From an optimization exercise on the open Yosys and OpenROAD flow, aimed at small area, a short achievable clock period and few clock cycles; shortcuts taken in it are not production practice.
Function was checked by simulation only, so behaviour that the tests miss may differ from the original.
Power is estimated from default activity; no workload was simulated.

==> inputs of xenon <==
==> flow/design.v (excerpt) <==
module adb_packet_receive_queue_top #(
	parameter int unsigned RING_SLOTS = RING_SLOTS_DEF,
	parameter int unsigned MAX_REPLY  = MAX_REPLY_DEF
) (
	input  logic          clk,
	input  logic          arst_n,
	input  logic          cfg_we,
	input  logic          cfg_wdata,
	input  logic                  item_valid,
	output logic                  item_ready,
	input  logic [MODE_W-1:0]     item_mode,
	input  logic [BYTE_W-1:0]     item_link_byte,
	input  logic                  item_end_of_packet,
	output logic                  result_valid,
	input  logic                  result_ready,
	output logic [OUTCOME_W-1:0]  result_outcome,
	output logic [BYTE_W-1:0]     result_status_flags,
	output logic [BYTE_W-1:0]     result_echoed_command,
	output logic [BYTE_W-1:0]     result_data_byte,
	output logic [DATA_IDX_W-1:0] result_data_index,
	output logic                  result_has_data,
	output logic                  result_last
);
clock: 7.0 ns
lec_check: 0
cap_margin: 20
core_margin: 2
core_utilization: 65
cts_buf_list: sky130_fd_sc_hd__clkbuf_8
cts_cluster_diameter: 45
cts_cluster_size: 20
setup_slack_margin: 4.35
slew_margin: 20
run.sh (not shown) runs the stock make flow with config.mk's settings and CLKGATE_MAP_FILE= SYNTH_SCRIPT=/design/flow/synth_recipe.tcl, a recipe that flattens the netlist after the stock synthesis.
==> delta: changes against xenon <==
--- a/flow/design.v
+++ b/flow/design.v
@@ -48,15 +48,15 @@
 	localparam int unsigned SLOT_W = MAX_REPLY - 1,
 	localparam int unsigned DATA_N = SLOT_W - 2,
 	localparam int unsigned POS_W  = $clog2(DATA_N)
 ) (
 	input  logic              clk,
 	input  logic              arst_n,
 	input  logic              we,
-	input  logic [PTR_W-1:0]  wr_slot,
+	input  logic [RING_SLOTS-1:0] wr_slot_oh,
 	input  logic [1:0]        wr_kind,       
 	input  logic [BYTE_W-1:0] wr_byte,
 	input  logic [PTR_W-1:0]  q_slot,
 	output logic [DATA_N-1:0] q_pos_oh,      
 	output logic [POS_W-1:0]  q_pos,
 	input  logic [RING_SLOTS-1:0] rd_slot_oh,
 	input  logic [DATA_N-1:0]     rd_pos_oh,
@@ -70,15 +70,15 @@
 	logic [POS_W-1:0]  pos0   [RING_SLOTS];
 	logic [BYTE_W-1:0] row    [RING_SLOTS];
 	logic [RING_SLOTS-1:0] wq_slot_n;
 	logic [1:0]            wq_kind;
 	logic [BYTE_W-1:0]     wq_byte;
 	always_ff @(posedge clk) begin
 		for (int s = 0; s < RING_SLOTS; s++) begin
-			wq_slot_n[s] <= !(we && (wr_slot == PTR_W'(s)));
+			wq_slot_n[s] <= !(we && wr_slot_oh[s]);
 		end
 		wq_kind <= wr_kind;
 		wq_byte <= wr_byte;
 	end
 	always_ff @(posedge clk) begin
 		for (int s = 0; s < RING_SLOTS; s++) begin
 			ring[s][0] <= (!wq_slot_n[s] && wq_kind[1]) ? wq_byte : ring[s][DATA_N-1];
@@ -145,15 +145,15 @@
 	output logic [BYTE_W-1:0]     result_status_flags,
 	output logic [BYTE_W-1:0]     result_echoed_command,
 	output logic [BYTE_W-1:0]     result_data_byte,
 	output logic [DATA_IDX_W-1:0] result_data_index,
 	output logic                  result_has_data,
 	output logic                  result_last,
 	output logic              wr_en,
-	output logic [PTR_W-1:0]  wr_slot,
+	output logic [RING_SLOTS-1:0] wr_slot_oh,
 	output logic [1:0]        wr_kind,
 	output logic [BYTE_W-1:0] wr_byte,
 	output logic [PTR_W-1:0]  q_slot,
 	input  logic [DATA_N-1:0] q_pos_oh,
 	input  logic [POS_W-1:0]  q_pos,
 	output logic [RING_SLOTS-1:0] rd_slot_oh,
 	output logic [DATA_N-1:0]     rd_pos_oh,
@@ -201,15 +201,15 @@
 	logic [MODE_W-1:0] in_mode;
 	logic [BYTE_W-1:0] in_byte;
 	logic              in_eop;
 	assign {in_mode, in_byte, in_eop} = in_d;
 	adbq_pkg::rx_phase_t phase_q;
 	logic [CNT_W-1:0]  count_q;
 	logic              type0_q;
-	logic [PTR_W-1:0]  head_q, tail_q;
+	logic [PTR_W-1:0]  head_q;
 	logic [RING_SLOTS-1:0] tail_oh;    
 	logic [PTR_W-1:0]  occ_q;          
 	logic [RING_SLOTS-1:0] busy_q, busy_set, busy_clr;
 	logic              has_mem [RING_SLOTS];
 	logic [LEN_W-1:0]  li_mem  [RING_SLOTS];
 	logic is_byte, is_abort, is_pop, owes, stores, st_cmd, data, judging, judge_ok, stall;
 	logic empty, full, pend_v, aligned, busy_wait, cmd_safe, data_safe;
@@ -270,15 +270,15 @@
 			rq_in = {1'b0, judge_oc};
 		end
 	end
 	assign rq_push  = pend_v ? !rq_full : (consume && owes && !rq_full);
 	assign busy_set = (consume && is_pop && !empty && deliver_enable) ?
 		(RING_SLOTS'(1) << head_q) : '0;
 	assign wr_en   = consume && stores;
-	assign wr_slot = tail_q;
+	assign wr_slot_oh = tail_oh;
 	assign wr_kind = f_eq1 ? 2'd0 : f_eq2 ? 2'd1 : f_eq3 ? 2'd2 : 2'd3;
 	always_comb begin
 		phase_d = phase_q;
 		count_d = count_q;
 		if (consume) begin
 			if (is_byte) begin
 				if (f_recv) begin
@@ -305,15 +305,14 @@
 	assign wr_byte = in_byte;
 	always_ff @(posedge clk or negedge arst_n) begin
 		if (!arst_n) begin
 			phase_q <= PH_ATTN;
 			count_q <= '0;
 			type0_q <= 1'b0;
 			head_q  <= '0;
-			tail_q  <= '0;
 			tail_oh <= RING_SLOTS'(1);
 			occ_q   <= '0;
 			busy_q  <= '0;
 			pend_v  <= 1'b0;
 			al_q    <= '0;
 			{f_recv, f_over, f_nz, f_eq1, f_eq2, f_eq3, f_ge2, f_ge3} <= '0;
 			f_alz   <= 1'b1;
@@ -338,15 +337,14 @@
 			busy_q <= (busy_q & ~busy_clr) | busy_set;
 			if (consume) begin
 				if (is_byte && f_recv && !f_nz) begin
 					type0_q <= (in_byte == PACKET_TYPE_DATA);
 				end
 				if (judging) begin
 					if (judge_oc == OC_QUEUED) begin
-						tail_q  <= ring_next(tail_q);
 						tail_oh <= {tail_oh[RING_SLOTS-2:0], tail_oh[RING_SLOTS-1]};
 						occ_q   <= occ_q + PTR_W'(1);
 					end
 				end
 				if (is_pop && !empty) begin
 					head_q <= ring_next(head_q);
 					occ_q  <= occ_q - PTR_W'(1);
@@ -389,38 +387,43 @@
 			end
 		end
 	end
 	logic                  c_v, c_rep, c_done, c_has;
 	logic [OUTCOME_W-1:0]  c_code;
 	logic [PTR_W-1:0]      c_slot;
 	logic [RING_SLOTS-1:0] c_slot_oh;
-	logic [DATA_N-1:0]     c_pos_oh;
+	logic [POS_W-1:0]      c_pos, c_pos_nx;
+	logic [DATA_N-1:0]     c_tsel, c_tsel_nx;
 	localparam logic [DATA_N-1:0] TAPS = DATA_N'(21'h11111);
 	logic                  c_at, c_at_rot;
 	logic [LEN_W-1:0]      c_idx, c_rem, c_li, q_li;
 	logic                  q_has;
 	logic [POS_W-1:0]      c_vict, c_vict_nx;
 	logic                  c_safe;
 	logic                  load_ok, emit, c_last, c_fin, c_load;
 	logic                  res_valid_q;
-	localparam int unsigned RES_W = OUTCOME_W + 3 * BYTE_W + DATA_IDX_W + 2;
-	logic [RES_W-1:0]      res_new, res_hold_q, res_out_q;
-	logic [OUTCOME_W-1:0]  hold_outcome;
-	logic [BYTE_W-1:0]     hold_status, hold_cmd, hold_data;
-	logic [DATA_IDX_W-1:0] hold_index;
-	logic                  hold_has, hold_last;
+	logic [OUTCOME_W-1:0]  res_outcome_q;
+	logic [BYTE_W-1:0]     res_status_q, res_cmd_q, res_data_q;
+	logic [DATA_IDX_W-1:0] res_index_q;
+	logic                  res_has_q, res_last_q;
 	assign load_ok    = !res_valid_q || result_ready;
 	assign emit       = c_v && load_ok && c_at;
-	assign c_at_rot   = |({c_pos_oh[DATA_N-2:0], c_pos_oh[DATA_N-1]} & TAPS);
+	assign c_pos_nx   = (c_pos == POS_W'(DATA_N - 1)) ? '0 : c_pos + POS_W'(1);
+	always_comb begin
+		for (int p = 0; p < DATA_N; p++) begin
+			c_tsel_nx[p] = TAPS[p] && (c_pos_nx == POS_W'(p));
+		end
+	end
+	assign c_at_rot   = |c_tsel_nx;
 	assign c_last     = !c_rep || (c_rem == '0);
 	assign c_fin      = emit && c_last;
 	assign c_load     = (!c_v || c_fin) && rq_v[0];
 	assign rq_pop     = c_load;
 	assign rd_slot_oh = c_slot_oh;
-	assign rd_pos_oh  = c_pos_oh & TAPS;
+	assign rd_pos_oh  = c_tsel;
 	assign q_slot     = PTR_W'(rq_head[2:0]);
 	assign q_has      = has_mem[PTR_W'(rq_head[2:0])];
 	assign q_li       = li_mem[PTR_W'(rq_head[2:0])];
 	assign busy_clr   = (c_fin && c_rep) ? c_slot_oh : '0;
 	assign cmd_safe  = c_v && c_rep && c_done && (|(c_slot_oh & tail_oh));
 	assign data_safe = c_v && c_rep && c_safe && (|(c_slot_oh & tail_oh));
 	always_ff @(posedge clk or negedge arst_n) begin
@@ -455,42 +458,56 @@
 			c_slot    <= PTR_W'(rq_head[2:0]);
 			c_slot_oh <= RING_SLOTS'(1) << rq_head[2:0];
 			c_idx     <= '0;
 			c_done    <= 1'b0;
 			c_has     <= q_has;
 			c_li      <= q_li;
 			c_rem     <= q_li;
-			c_pos_oh  <= q_has ? q_pos_oh : '0;
+			c_pos     <= q_pos;
+			c_tsel    <= q_has ? (q_pos_oh & TAPS) : '0;
 			c_at      <= !rq_head[3] || !q_has || (|(q_pos_oh & TAPS));
 		end else if (emit) begin
 			c_idx     <= c_idx + LEN_W'(1);
 			c_rem     <= c_rem - LEN_W'(1);
 			c_done    <= 1'b1;
 		end else begin
-			c_pos_oh  <= {c_pos_oh[DATA_N-2:0], c_pos_oh[DATA_N-1]};
+			c_pos     <= c_pos_nx;
+			c_tsel    <= c_has ? c_tsel_nx : '0;
 			c_at      <= !c_rep || !c_has || c_at_rot;
 		end
 		if (emit) begin
-			res_hold_q <= res_new;
-		end
-		res_out_q <= (res_new & {RES_W{emit}}) | (res_hold_q & {RES_W{!emit}});
-	end
-	assign {hold_outcome, hold_status, hold_cmd, hold_data, hold_index, hold_has, hold_last} =
-		res_hold_q;
-	always_comb begin
-		if (c_rep) begin
-			res_new = {OC_PACKET, c_done ? hold_status : rd_status, c_done ? hold_cmd : rd_command,
-				rd_data, DATA_IDX_W'(c_idx), c_has, c_last};
-		end else begin
-			res_new = {c_code, {(3 * BYTE_W + DATA_IDX_W + 1){1'b0}}, 1'b1};
+			if (c_rep) begin
+				res_outcome_q <= OC_PACKET;
+				if (!c_done) begin
+					res_status_q <= rd_status;
+					res_cmd_q    <= rd_command;
+				end
+				res_data_q  <= rd_data;
+				res_index_q <= DATA_IDX_W'(c_idx);
+				res_has_q   <= c_has;
+				res_last_q  <= c_last;
+			end else begin
+				res_outcome_q <= c_code;
+				res_status_q  <= '0;
+				res_cmd_q     <= '0;
+				res_data_q    <= '0;
+				res_index_q   <= '0;
+				res_has_q     <= 1'b0;
+				res_last_q    <= 1'b1;
+			end
 		end
 	end
 	assign result_valid          = res_valid_q;
-	assign {result_outcome, result_status_flags, result_echoed_command, result_data_byte,
-		result_data_index, result_has_data, result_last} = res_out_q;
+	assign result_outcome        = res_outcome_q;
+	assign result_status_flags   = res_status_q;
+	assign result_echoed_command = res_cmd_q;
+	assign result_data_byte      = res_data_q;
+	assign result_data_index     = res_index_q;
+	assign result_has_data       = res_has_q;
+	assign result_last           = res_last_q;
 endmodule
 import adbq_pkg::*;
 module adb_packet_receive_queue_top #(
 	parameter int unsigned RING_SLOTS = RING_SLOTS_DEF,
 	parameter int unsigned MAX_REPLY  = MAX_REPLY_DEF
 ) (
 	input  logic          clk,
@@ -513,15 +530,16 @@
 	output logic                  result_last
 );
 	localparam int unsigned PTR_W  = $clog2(RING_SLOTS);
 	localparam int unsigned SLOT_W = MAX_REPLY - 1;
 	localparam int unsigned OFF_W  = $clog2(SLOT_W);
 	logic              deliver_enable_q;
 	logic              wr_en;
-	logic [PTR_W-1:0]  wr_slot, q_slot;
+	logic [PTR_W-1:0]  q_slot;
+	logic [RING_SLOTS-1:0] wr_slot_oh;
 	logic [1:0]        wr_kind;
 	logic [$clog2(SLOT_W-2)-1:0] q_pos;
 	logic [RING_SLOTS-1:0] rd_slot_oh;
 	logic [SLOT_W-3:0] rd_pos_oh, q_pos_oh;
 	logic [BYTE_W-1:0] wr_byte, rd_status, rd_command, rd_data;
 	always_ff @(posedge clk or negedge arst_n) begin
 		if (!arst_n) begin
@@ -548,15 +566,15 @@
 		.result_status_flags   (result_status_flags),
 		.result_echoed_command (result_echoed_command),
 		.result_data_byte      (result_data_byte),
 		.result_data_index     (result_data_index),
 		.result_has_data       (result_has_data),
 		.result_last           (result_last),
 		.wr_en      (wr_en),
-		.wr_slot    (wr_slot),
+		.wr_slot_oh (wr_slot_oh),
 		.wr_kind    (wr_kind),
 		.wr_byte    (wr_byte),
 		.q_slot     (q_slot),
 		.q_pos_oh   (q_pos_oh),
 		.q_pos      (q_pos),
 		.rd_slot_oh (rd_slot_oh),
 		.rd_pos_oh  (rd_pos_oh),
@@ -567,15 +585,15 @@
 	adbq_store #(
 		.RING_SLOTS (RING_SLOTS),
 		.MAX_REPLY  (MAX_REPLY)
 	) u_store (
 		.clk        (clk),
 		.arst_n     (arst_n),
 		.we         (wr_en),
-		.wr_slot    (wr_slot),
+		.wr_slot_oh (wr_slot_oh),
 		.wr_kind    (wr_kind),
 		.wr_byte    (wr_byte),
 		.q_slot     (q_slot),
 		.q_pos_oh   (q_pos_oh),
 		.q_pos      (q_pos),
 		.rd_slot_oh (rd_slot_oh),
 		.rd_pos_oh  (rd_pos_oh),
CAP_MARGIN = 0   (was 20)
SETUP_SLACK_MARGIN = 4.2   (was 4.35)
SLEW_MARGIN = 0   (was 20)
==> run summary <==
metric	xenon	delta
Clock Power Share	28.5%	30.7%
Cell count after placement	4141	3953
Status	timing/DRC/antenna clean	timing/DRC/antenna clean
Number of clock sinks seen by CTS	1811	1763
Well-Tap Cells	969	950
Worst-margin pin slew	1210 ps	1140 ps
Antenna diode count	1	2
Initial cell density of the core	65.6%	65.9%
Largest net degree at the start of global routing	66	58
Total clock network power	5.89 mW	5.77 mW
Cells on worst reg2reg path	11	13
Fraction of standard cell area in multi-input logic	16.4%	15.6%
Average vias per placed instance	5.62	5.53
Total clock buffers created by CTS	141	138
Total core area	0.0744 sq mm	0.0716 sq mm
Met3 Usage GRT	6.28%	3.90%
Via count of the first global-routing pass	25100	23800
Testbench counts of xenon, summed over its fixed seeds: cycles 23,510.
Testbench counts of delta, summed over its fixed seeds: cycles 23,510.

## static timing again, ports no longer ideal
In the flow no input, the clock included, has a driving cell. The finished layouts below were timed again as built, in two steps. Step 1, drivers: a clkbuf_16 drives clk and a buf_2 each remaining input, both assumed. Step 2 moves the port delays by t, midway between the first and last clock arrival at a register: inputs arrive t later, outputs are due t later. That takes back most of the time a late clock gives input paths. Slacks: no drivers / after step 1 / after step 2; pairs: no drivers / after step 1.
| run | shift t [ns] | setup WS [ns] | worst slew at a driven data input, ns | cell pins on the clock port's net |
|---|---|---|---|---|
| xenon | 0.863 | 4.259 / 4.197 / 3.457 | 0.04 | 1 |
| delta | 0.842 | 4.130 / 4.070 / 3.451 | 0.03 | 1 |
After both steps every run listed still meets setup and hold. For xenon, which loses most, drivers alone change the setup slack by -0.062 ns; drivers and shift together by -0.802 ns.
